Background: an optimization exercise with open tools, aiming at small area. Do not read the settings as production practice. Function not checked in this run: the RTL went through the layout flow alone. Power and IR drop assume default switching activity. No driver is modelled on the clock port, so clocking that relies on it looks cheaper here than on a real chip.

### flow/flow/run.sh
#!/bin/bash
# Standard synthesis, then every combinational cell downsized to the
# smallest of its family, then the standard layout with a clock tree built
# without dummy loads and with small port buffers.
set -euo pipefail
RES="$PWD/orfs/results/${FLOW_PLATFORM}/sccb_responder/base"

bash standard.sh synth > synth.log 2>&1

RESULTS_DIR="$RES" openroad -no_init -exit flow/downsize.tcl > downsize.log 2>&1

export CTS_ARGS="-sink_clustering_enable -repair_clock_nets -dont_use_dummy_load -buf_list sky130_fd_sc_hd__clkbuf_8 -sink_clustering_buffer sky130_fd_sc_hd__clkbuf_16 -sink_clustering_size 30 -sink_clustering_max_diameter 80"
export BUFFER_PORTS_ARGS="-buffer_cell sky130_fd_sc_hd__buf_1"
bash standard.sh finish > layout.log 2>&1
### flow/flow/downsize.tcl
# Swap every combinational cell of the synthesized netlist for the smallest
# cell of its family (same function and pins, lowest drive strength).
# Registers keep their cells. Later repair steps size up what timing,
# slew or capacitance need.
set results $::env(RESULTS_DIR)
read_db $results/1_synth.odb

# The platform's don't-use cells (lpflow_*, probe_*) have an extra "_" in
# their names, so the family pattern below never matches them.
set dont_use {}
if { [info exists ::env(DONT_USE_CELLS)] } { set dont_use [split $::env(DONT_USE_CELLS)] }
set db [ord::get_db]
set block [ord::get_db_block]

set fam_best [dict create]
foreach lib [$db getLibs] {
  foreach m [$lib getMasters] {
    set n [$m getName]
    if { [lsearch -exact $dont_use $n] >= 0 } { continue }
    if { ![regexp {^(sky130_fd_sc_hd__[a-z0-9]+)_([0-9]+)$} $n -> fam drive] } { continue }
    set a [expr { [$m getWidth] * [$m getHeight] }]
    if { ![dict exists $fam_best $fam] || $a < [lindex [dict get $fam_best $fam] 1] } {
      dict set fam_best $fam [list $m $a]
    }
  }
}

set swapped 0
set saved 0
foreach inst [$block getInsts] {
  set m [$inst getMaster]
  set n [$m getName]
  if { ![regexp {^(sky130_fd_sc_hd__[a-z0-9]+)_([0-9]+)$} $n -> fam drive] } { continue }
  # leave flip-flops, latches and clock cells alone
  if { [regexp {__(df|edf|sdf|dl|sdl|clk|conb|tap|fill|decap)} $n] } { continue }
  if { ![dict exists $fam_best $fam] } { continue }
  lassign [dict get $fam_best $fam] best a
  set cur [expr { [$m getWidth] * [$m getHeight] }]
  if { $a < $cur } {
    if { [$inst swapMaster $best] } {
      incr swapped
      set saved [expr { $saved + $cur - $a }]
    }
  }
}
puts "downsize: swapped $swapped cells, saved [expr { $saved / 1.0e6 }] um^2"
write_db $results/1_synth.odb
### flow/standard.sh
#!/bin/bash
# synth_recipe.tcl (not shown) runs the flow's synth.tcl, then flattens the netlist and writes it again
# the make line also repeats each setting of config.mk as NAME=value (left out here)
make -C /OpenROAD-flow-scripts/flow DESIGN_CONFIG=/design/flow/config.mk WORK_HOME=/design/flow/orfs CLKGATE_MAP_FILE= SYNTH_SCRIPT=/design/flow/synth_recipe.tcl "${@:-finish}"
### flow/config.mk
export PLATFORM = sky130hd
export DESIGN_NAME = sccb_responder
export DESIGN_NICKNAME = sccb_responder
export VERILOG_FILES = /design/flow/design.v
export SDC_FILE = /design/flow/constraint.sdc
export NUM_CORES = 4
export LEC_CHECK = 0
export CAP_MARGIN = 20
export CORE_MARGIN = 2
export CORE_UTILIZATION = 40
export SLEW_MARGIN = 20
export SYNTH_HIERARCHICAL = 1
### flow/constraint.sdc
create_clock -name core_clock -period 10.0 [get_ports {i_clk}]
set_input_delay 2.0000 -clock core_clock [delete_from_list [all_inputs] [get_ports {i_clk}]]
set_output_delay 2.0000 -clock core_clock [all_outputs]
set_load 0.01 [all_outputs]
### flow/design.v
`default_nettype none
package sccb_pkg;
  localparam logic [6:0] SCCB_DEV_ID = 7'h21;
  function automatic logic [7:0] sccb_wr_id(input logic [6:0] dev_id);
    sccb_wr_id = {dev_id, 1'b0};
  endfunction
  function automatic logic [7:0] sccb_rd_id(input logic [6:0] dev_id);
    sccb_rd_id = {dev_id, 1'b1};
  endfunction
  localparam logic [7:0] SCCB_WR_ID = sccb_wr_id(SCCB_DEV_ID);
  localparam logic [7:0] SCCB_RD_ID = sccb_rd_id(SCCB_DEV_ID);
  typedef enum logic [3:0] {
    ST_IDLE      = 4'd0,
    ST_ID        = 4'd1,
    ST_ID_ACK    = 4'd2,
    ST_SUB       = 4'd3,
    ST_SUB_ACK   = 4'd4,
    ST_WDATA     = 4'd5,
    ST_WDATA_ACK = 4'd6,
    ST_RDATA     = 4'd7,
    ST_RD_NACK   = 4'd8,
    ST_IGNORE    = 4'd9
  } sccb_state_e;
endpackage
`default_nettype wire
`default_nettype none
module sccb_line_filter #(
  parameter int FILT_LEN = 4
) (
  input  logic i_clk,
  input  logic i_rst,
  input  logic i_line,
  output logic o_level,
  output logic o_rise,
  output logic o_fall
);
  localparam int CW = (FILT_LEN <= 2) ? 1 : (FILT_LEN <= 4) ? 2 : (FILT_LEN <= 8) ? 3 : 4;
  logic [1:0]    sync_q;
  logic [CW-1:0] cnt_q, cnt_d;
  logic          level_q, level_d;
  logic          rise_q, rise_d;
  logic          fall_q, fall_d;
  always_comb begin
    cnt_d   = '0;
    level_d = level_q;
    rise_d  = 1'b0;
    fall_d  = 1'b0;
    if (sync_q[1] != level_q) begin
      if (cnt_q == CW'(FILT_LEN - 1)) begin
        level_d = sync_q[1];
        rise_d  = sync_q[1];
        fall_d  = ~sync_q[1];
      end else begin
        cnt_d = cnt_q + CW'(1);
      end
    end
  end
  always_ff @(posedge i_clk or posedge i_rst) begin
    if (i_rst) begin
      sync_q  <= 2'b11;
      cnt_q   <= '0;
      level_q <= 1'b1;
      rise_q  <= 1'b0;
      fall_q  <= 1'b0;
    end else begin
      sync_q  <= {sync_q[0], i_line};
      cnt_q   <= cnt_d;
      level_q <= level_d;
      rise_q  <= rise_d;
      fall_q  <= fall_d;
    end
  end
  assign o_level = level_q;
  assign o_rise  = rise_q;
  assign o_fall  = fall_q;
endmodule
`default_nettype wire
`default_nettype none
import sccb_pkg::*;
module sccb_responder #(
  parameter logic [6:0] DEV_ID   = SCCB_DEV_ID,
  parameter int         FILT_LEN = 4
) (
  input  logic       i_clk,
  input  logic       i_rst,
  input  logic       i_SCL,
  input  logic       i_SDA,
  output logic       o_SDA_oe,
  output logic       o_wr_valid,
  output logic [7:0] o_wr_addr,
  output logic [7:0] o_wr_data,
  input  logic [7:0] i_dbg_addr,
  output logic [7:0] o_dbg_data,
  output logic       o_busy,
  output logic       o_err
);
  localparam logic [7:0] WR_ID = {DEV_ID, 1'b0};
  localparam logic [7:0] RD_ID = {DEV_ID, 1'b1};
  logic scl_lvl, scl_rise, scl_fall;
  logic sda_lvl, sda_rise, sda_fall;
  sccb_line_filter #(.FILT_LEN(FILT_LEN)) u_scl_filt (
    .i_clk   (i_clk),
    .i_rst   (i_rst),
    .i_line  (i_SCL),
    .o_level (scl_lvl),
    .o_rise  (scl_rise),
    .o_fall  (scl_fall)
  );
  sccb_line_filter #(.FILT_LEN(FILT_LEN)) u_sda_filt (
    .i_clk   (i_clk),
    .i_rst   (i_rst),
    .i_line  (i_SDA),
    .o_level (sda_lvl),
    .o_rise  (sda_rise),
    .o_fall  (sda_fall)
  );
  logic start_evt, stop_evt;
  assign start_evt = sda_fall & scl_lvl;
  assign stop_evt  = sda_rise & scl_lvl;
  sccb_pkg::sccb_state_e state_q, state_d;
  logic [3:0]  bit_cnt_q, bit_cnt_d;
  logic [7:0]  shift_q, shift_d;
  logic [7:0]  sub_q, sub_d;
  logic [7:0]  sub_inc;
  logic        sda_oe_q, sda_oe_d;
  logic        wr_valid_q, wr_valid_d;
  logic        wr_seen_q;
  logic        busy_q, busy_d;
  logic        err_q, err_d;
  logic        wr_en;
  logic [7:0]  dbg_data_q, dbg_data_d;
  logic        rd_mode_q, rd_mode_d;
  logic [5:0]    ph_q;
  logic [2047:0] ring_q;
  logic [31:0]   top_w, ins_w;
  logic [7:0]    pend_addr_q, pend_data_q;
  logic [7:0]    pf_q;
  logic [7:0]    pf_addr;
  logic          pf_hit;
  assign top_w = ring_q[2047:2016];
  always_comb begin
    ins_w = top_w;
    if (pend_addr_q[7:2] == ~ph_q) begin
      case (pend_addr_q[1:0])
        2'd0: ins_w[7:0]   = pend_data_q;
        2'd1: ins_w[15:8]  = pend_data_q;
        2'd2: ins_w[23:16] = pend_data_q;
        default: ins_w[31:24] = pend_data_q;
      endcase
    end
  end
  assign pf_addr = (state_q == ST_RDATA || state_q == ST_RD_NACK) ? sub_inc : sub_q;
  assign pf_hit  = (pf_addr[7:2] == ~ph_q);
  logic [5:0] dbg_pos;
  logic [7:0] dbg_ring;
  assign dbg_pos = i_dbg_addr[7:2] + ph_q;
  logic [7:0]  rsel;
  logic [63:0] sel_lo_n;
  logic [3:0]  sel_hi_n;
  assign rsel = {dbg_pos, i_dbg_addr[1:0]};
  always_comb begin
    for (int i = 0; i < 64; i++) sel_lo_n[i] = (rsel[5:0] != 6'(i));
    for (int i = 0; i < 4; i++)  sel_hi_n[i] = (rsel[7:6] != 2'(i));
  end
  for (genvar b = 0; b < 8; b++) begin : g_rd_bit
    logic [3:0] grp;
    for (genvar j = 0; j < 4; j++) begin : g_grp
      logic [31:0] t_n;
      logic [7:0]  oct;
      logic [1:0]  half_n;
      for (genvar k = 0; k < 32; k++) begin : g_t
        sccb_oai22 u_t (
          .i_a1 (ring_q[(j*64+2*k)*8+b]),   .i_a2 (sel_lo_n[2*k]),
          .i_b1 (ring_q[(j*64+2*k+1)*8+b]), .i_b2 (sel_lo_n[2*k+1]),
          .o_y  (t_n[k])
        );
      end
      for (genvar m = 0; m < 8; m++) begin : g_oct
        sccb_nor4 u_o (.i_a(t_n[4*m]), .i_b(t_n[4*m+1]), .i_c(t_n[4*m+2]), .i_d(t_n[4*m+3]), .o_y(oct[m]));
      end
      sccb_nand4 u_h0 (.i_a(oct[0]), .i_b(oct[1]), .i_c(oct[2]), .i_d(oct[3]), .o_y(half_n[0]));
      sccb_nand4 u_h1 (.i_a(oct[4]), .i_b(oct[5]), .i_c(oct[6]), .i_d(oct[7]), .o_y(half_n[1]));
      sccb_nor3  u_g  (.i_a(half_n[0]), .i_b(half_n[1]), .i_c(sel_hi_n[j]), .o_y(grp[j]));
    end
    assign dbg_ring[b] = |grp;
  end
  assign dbg_data_d = (pend_addr_q == i_dbg_addr) ? pend_data_q : dbg_ring;
  always_ff @(posedge i_clk) begin
    ph_q   <= ph_q + 6'd1;
    ring_q <= {ring_q[2015:0], ins_w};
    if (wr_en) begin
      pend_addr_q <= sub_q;
      pend_data_q <= shift_q;
    end
    if (pf_hit) pf_q <= ins_w[{pf_addr[1:0], 3'b000} +: 8];
    dbg_data_q <= dbg_data_d;
  end
  assign sub_inc = sub_q + 8'd1;
  always_comb begin
    state_d    = state_q;
    bit_cnt_d  = bit_cnt_q;
    shift_d    = shift_q;
    sub_d      = sub_q;
    sda_oe_d   = sda_oe_q;
    wr_valid_d = 1'b0;
    busy_d     = busy_q;
    err_d      = err_q;
    wr_en      = 1'b0;
    rd_mode_d  = rd_mode_q;
    if (start_evt) begin
      if (state_q == ST_WDATA && bit_cnt_q != 4'd0) err_d = 1'b1;
      state_d   = ST_ID;
      bit_cnt_d = 4'd0;
      sda_oe_d  = 1'b0;
      busy_d    = 1'b1;
    end else if (stop_evt) begin
      state_d   = ST_IDLE;
      bit_cnt_d = 4'd0;
      sda_oe_d  = 1'b0;
      busy_d    = 1'b0;
    end else begin
      case (state_q)
        ST_ID, ST_SUB, ST_WDATA: begin
          if (scl_rise) begin
            shift_d   = {shift_q[6:0], sda_lvl};
            bit_cnt_d = bit_cnt_q + 4'd1;
          end else if (scl_fall && bit_cnt_q == 4'd8) begin
            bit_cnt_d = 4'd0;
            sda_oe_d  = 1'b1;
            if (state_q == ST_ID) begin
              if (shift_q == WR_ID) begin
                state_d = ST_ID_ACK;
                rd_mode_d = 1'b0;
              end else if (shift_q == RD_ID) begin
                state_d   = ST_ID_ACK;
                rd_mode_d = 1'b1;
              end else begin
                state_d  = ST_IGNORE;
                sda_oe_d = 1'b0;
              end
            end else if (state_q == ST_SUB) begin
              sub_d   = shift_q;
              state_d = ST_SUB_ACK;
            end else begin
              state_d = ST_WDATA_ACK;
            end
          end
        end
        ST_ID_ACK: begin
          if (scl_fall) begin
            bit_cnt_d = 4'd0;
            if (rd_mode_q) begin
              state_d  = ST_RDATA;
              shift_d  = pf_q;
              sda_oe_d = ~pf_q[7];
            end else begin
              state_d  = ST_SUB;
              sda_oe_d = 1'b0;
            end
          end
        end
        ST_SUB_ACK: begin
          if (scl_fall) begin
            state_d   = ST_WDATA;
            bit_cnt_d = 4'd0;
            sda_oe_d  = 1'b0;
          end
        end
        ST_WDATA_ACK: begin
          if (scl_fall) begin
            wr_en      = 1'b1;
            wr_valid_d = 1'b1;
            sub_d      = sub_inc;
            state_d    = ST_WDATA;
            bit_cnt_d  = 4'd0;
            sda_oe_d   = 1'b0;
          end
        end
        ST_RDATA: begin
          if (scl_rise) begin
            bit_cnt_d = bit_cnt_q + 4'd1;
          end else if (scl_fall) begin
            if (bit_cnt_q == 4'd8) begin
              state_d   = ST_RD_NACK;
              bit_cnt_d = 4'd0;
              sda_oe_d  = 1'b0;
            end else begin
              shift_d  = {shift_q[6:0], 1'b0};
              sda_oe_d = ~shift_q[6];
            end
          end
        end
        ST_RD_NACK: begin
          if (scl_rise) begin
            shift_d = {shift_q[6:0], sda_lvl};
          end else if (scl_fall) begin
            bit_cnt_d = 4'd0;
            if (shift_q[0]) begin
              state_d = ST_IGNORE;
            end else begin
              state_d  = ST_RDATA;
              sub_d    = sub_inc;
              shift_d  = pf_q;
              sda_oe_d = ~pf_q[7];
            end
          end
        end
        default: ;
      endcase
    end
  end
  always_ff @(posedge i_clk or posedge i_rst) begin
    if (i_rst) begin
      state_q    <= ST_IDLE;
      bit_cnt_q  <= 4'd0;
      shift_q    <= 8'h00;
      sub_q      <= 8'h00;
      sda_oe_q   <= 1'b0;
      wr_valid_q <= 1'b0;
      wr_seen_q  <= 1'b0;
      busy_q     <= 1'b0;
      err_q      <= 1'b0;
      rd_mode_q  <= 1'b0;
    end else begin
      state_q    <= state_d;
      bit_cnt_q  <= bit_cnt_d;
      shift_q    <= shift_d;
      sub_q      <= sub_d;
      sda_oe_q   <= sda_oe_d;
      wr_valid_q <= wr_valid_d;
      if (wr_en) wr_seen_q <= 1'b1;
      busy_q     <= busy_d;
      err_q      <= err_d;
      rd_mode_q  <= rd_mode_d;
    end
  end
  assign o_SDA_oe   = sda_oe_q;
  assign o_wr_valid = wr_valid_q;
  assign o_wr_addr  = wr_seen_q ? pend_addr_q : 8'h00;
  assign o_wr_data  = wr_seen_q ? pend_data_q : 8'h00;
  assign o_dbg_data = dbg_data_q;
  assign o_busy     = busy_q;
  assign o_err      = err_q;
endmodule
`default_nettype wire
`default_nettype none
module sccb_oai22 (
  input  logic i_a1,
  input  logic i_a2,
  input  logic i_b1,
  input  logic i_b2,
  output logic o_y
);
  assign o_y = ~((i_a1 | i_a2) & (i_b1 | i_b2));
endmodule
module sccb_nand4 (
  input  logic i_a,
  input  logic i_b,
  input  logic i_c,
  input  logic i_d,
  output logic o_y
);
  assign o_y = ~(i_a & i_b & i_c & i_d);
endmodule
module sccb_nor3 (
  input  logic i_a,
  input  logic i_b,
  input  logic i_c,
  output logic o_y
);
  assign o_y = ~(i_a | i_b | i_c);
endmodule
module sccb_nor4 (
  input  logic i_a,
  input  logic i_b,
  input  logic i_c,
  input  logic i_d,
  output logic o_y
);
  assign o_y = ~(i_a | i_b | i_c | i_d);
endmodule
`default_nettype wire
==> summary.txt <==
worst reg2reg max path, delay by kind of cell, from the launching register on:
family / cells / cell delay, ns
AOI/OAI and AO/OA: 4 / 0.96
DFF: 1 / 0.55
and+or+nand+nor: 6 / 2.30
xor gates and xnor gates: 1 / 0.22
buffers and inverters: 2 / 0.72
adders and majority gates: 1 / 0.31
layer usage:
layer	routed length, um	vias to the layer above	GRT usage [%]
li1	-	16000	-
met1	76500	18500	34.1
met2	80400	1964	38.6
met3	17300	399	5.32
met4	7640	2	9.56
met5	13	-	0
through the flow:
step / hold slack, ns / area (um^2)
finish: 0.310 / 60300
CTS: 0.303 / 60300
detailed placement: 0.337 / 58400
global placement: 0.333 / 58300
global route: 0.299 / 60300
floorplan: 0.332 / 55300
power by group:
part | internal [mW] | switching (mW)
Combinational | 0.360 | 0.529
Sequential | 8.60 | 0.168
Clock | 1.39 | 2.43
Total | 10.4 | 3.13
final cells by class:
cell class / instances / area [um^2] / area share [%]
multi-input cells: 1896 / 12100 / 20.1
repair buffers: 124 / 787 / 1.30
clock buffers: 82 / 1950 / 3.23
inverters: 26 / 97.6 / 0.162
flip-flops and latches: 2130 / 43100 / 71.4
diodes: 6 / 15.0 / 0.0249
well taps: 1794 / 2240 / 3.72
flip-flops by register name, summed over array words and instances (netlist names), 4 cells and up:
| name | count |
|---|---|
| bit_cnt_q | 4 |
| dbg_data_q | 8 |
| pend_addr_q | 8 |
| pend_data_q | 8 |
| pf_q | 8 |
| ph_q | 6 |
| ring_q | 2048 |
| shift_q | 8 |
| state_q | 4 |
| sub_q | 8 |
final timing paths:
path / startpoint / to / cells past startpoint
max in group asynchronous: i_rst / sub_q[6] / 3
worst min-delay path: ring_q[358] / ring_q[390] / 0
min in group asynchronous: i_rst / u_sda_filt.cnt_q[0] / 2
worst max register to register: ph_q[1] / dbg_data_q[2] / 14
worst min register to register: ring_q[358] / ring_q[390] / 0
worst max-delay path: i_dbg_addr[3] / dbg_data_q[2] / 15
layout by cell type, fill, tap and decap left out, types with 4 or more instances in the layout:
cell type     n
nor3_1       57
ha_1         11
a31oi_1       4
nand2_2      62
a211oi_1     26
mux2i_1      13
xnor2_1      17
nand4_1      66
and3b_1       6
clkbuf_16    73
a2111oi_0     5
a21boi_0      9
a22o_1        8
xor2_1       18
nor4_1      271
a21o_1       27
buf_1        39
nor4b_1       4
inv_1        26
and2_1       17
dfstp_2       6
buf_4        84
o21ai_0      19
dfrtp_1      38
o22ai_1    1024
nor2_1       41
mux2_2        8
nand3_1      17
nor2b_1       8
dfxtp_1    2062
clkbuf_8      9
diode_2       6
edfxtp_1     24
nand4b_1      4
a21oi_1      28
nand2b_1     10
and3_1       20
nand2_1      29
==> impl_metrics.toml <==
[grt]
overflow = 0
grt_usage_pct = 24.9
grt_max_degree = 33
grt_pass1_vias = 35700
grt_pass1_wl_mm = 255
antenna_found_initial = 6

[clocking]
cts_root_buffer = "clkbuf_8"
cts_tree = "done"
cts_buffers = 82
clk_latency_ns = 0.87
clk_pin_slew_ns = 0.11
cts_sinks = 2130
post-cts-setup-buffer-count = 0
cts.path.max_buffers = 3
htreeDepth = 3
ctsHoldBuffers = 0
cts.repair.resized = 0

[setup_path]
slowest_delay_ns = 0.73
crit_arrival_ns = 6.66
start_kind = "input pin"
worst_path_max_delay_cell = "nor4_1"
cp_top_family = "simple AND/OR/NAND/NOR gates"
reg2reg_slack_ns = 4.90
path_buf_inv = 3
endpoint_kind = "flip-flop"
path_max_fanout = 17
cp_data_required_time_ns = 10.75
path_cells = "buf_1 -> ha_1 -> a21o_1 -> a21oi_1 -> xnor2_1 -> nor2_1 -> buf_4 -> nand2_2 -> buf_4 -> o22ai_1 -> nor4_1 -> nand4_1 -> nor3_1 -> nor4_1 -> a21oi_1"
critPathKind = "in -> reg"

[synth]
syn-cell-area_mm2 = 0.0553
postSynthAreaPerCell_um2 = 13.5
syn_inst = 4090
ys_warn_count = 8
synth_fp_nets = 4114

[die]
core_area_mm2 = 0.137
die-area_mm2 = 0.141
io-pin-count = 40
rows = 136
die_h_um = 376
start_util_pct = 40.2
die_x_um = 376

[timing]
finalCritPeriodShare_pct = 59.1
tns_ns = 0
fin_crit_ns = 5.91
final_hold_viol_count = 0
relSlewSlack_pct = 23.4
fin_skew_ns = 0.0860
setup_violations = 0
fin_ws_ns = 4.09
rsz0062_at_grt = "false"
slew_violations = 0
worst_pin_slew_ns = 1.15
clock.fmax_mhz = 169

[layout]
fin_cells = 6058
fillers = 12400
syn_to_final_growth_pct = 9.20
utilization_pct = 43.9
layout-drive-gt1-share_pct = 6.11
nets = 4284

[drt]
wl_per_cell_um = 30.0
drc = 0
totalWireLength_mm = 182
vias_per_cell = 6.07
dr.pass1.iters = 5
final_antenna_net_count = 0
drt_iter0_markers = 4105
vias = 36800

[place]
preCtsSetupSlack_ns = 3.48
place.gp.congestion = 0.879
place_hpwl_mm = 108
io_buffers = 39
dp.cells = 5970

[status]
status = "finished clean"

[worst_hold_path]
hp-class = "reg -> reg"

[pwr]
p_leak_nw = 24.2
pwr_density_cell_mw_per_mm2 = 223
irDropWorstVdd_mv = 0.126
total_power_mw = 13.5

[job]
drv_cap = 0

## static timing again, ports no longer ideal
How much do the figures lean on ideal ports? The routed layout below was timed once more, with nothing changed but the port constraints.
Step 1 (the two cells are an assumption about what drives the block):
set clk [get_ports {i_clk}]
set_driving_cell -lib_cell sky130_fd_sc_hd__clkbuf_16 $clk
set_driving_cell -lib_cell sky130_fd_sc_hd__buf_2 [delete_from_list [all_inputs] $clk]
Step 2 moves the port delays by t, midway between the first and last clock arrival at a register: inputs arrive t later, outputs are due t later. That takes back most of the time a late clock gives input paths.
a / b / c = no drivers / after step 1 / after step 2; a / b = the first two.
shift t [ns]: 0.899
setup slack, ns: 4.090 / 4.140 / 3.241
worst slew at a driven data input, ns: 0.11
After both steps this run still meets setup and hold. The setup slack of this run moves by +0.050 ns with the drivers and by -0.849 ns with both steps.
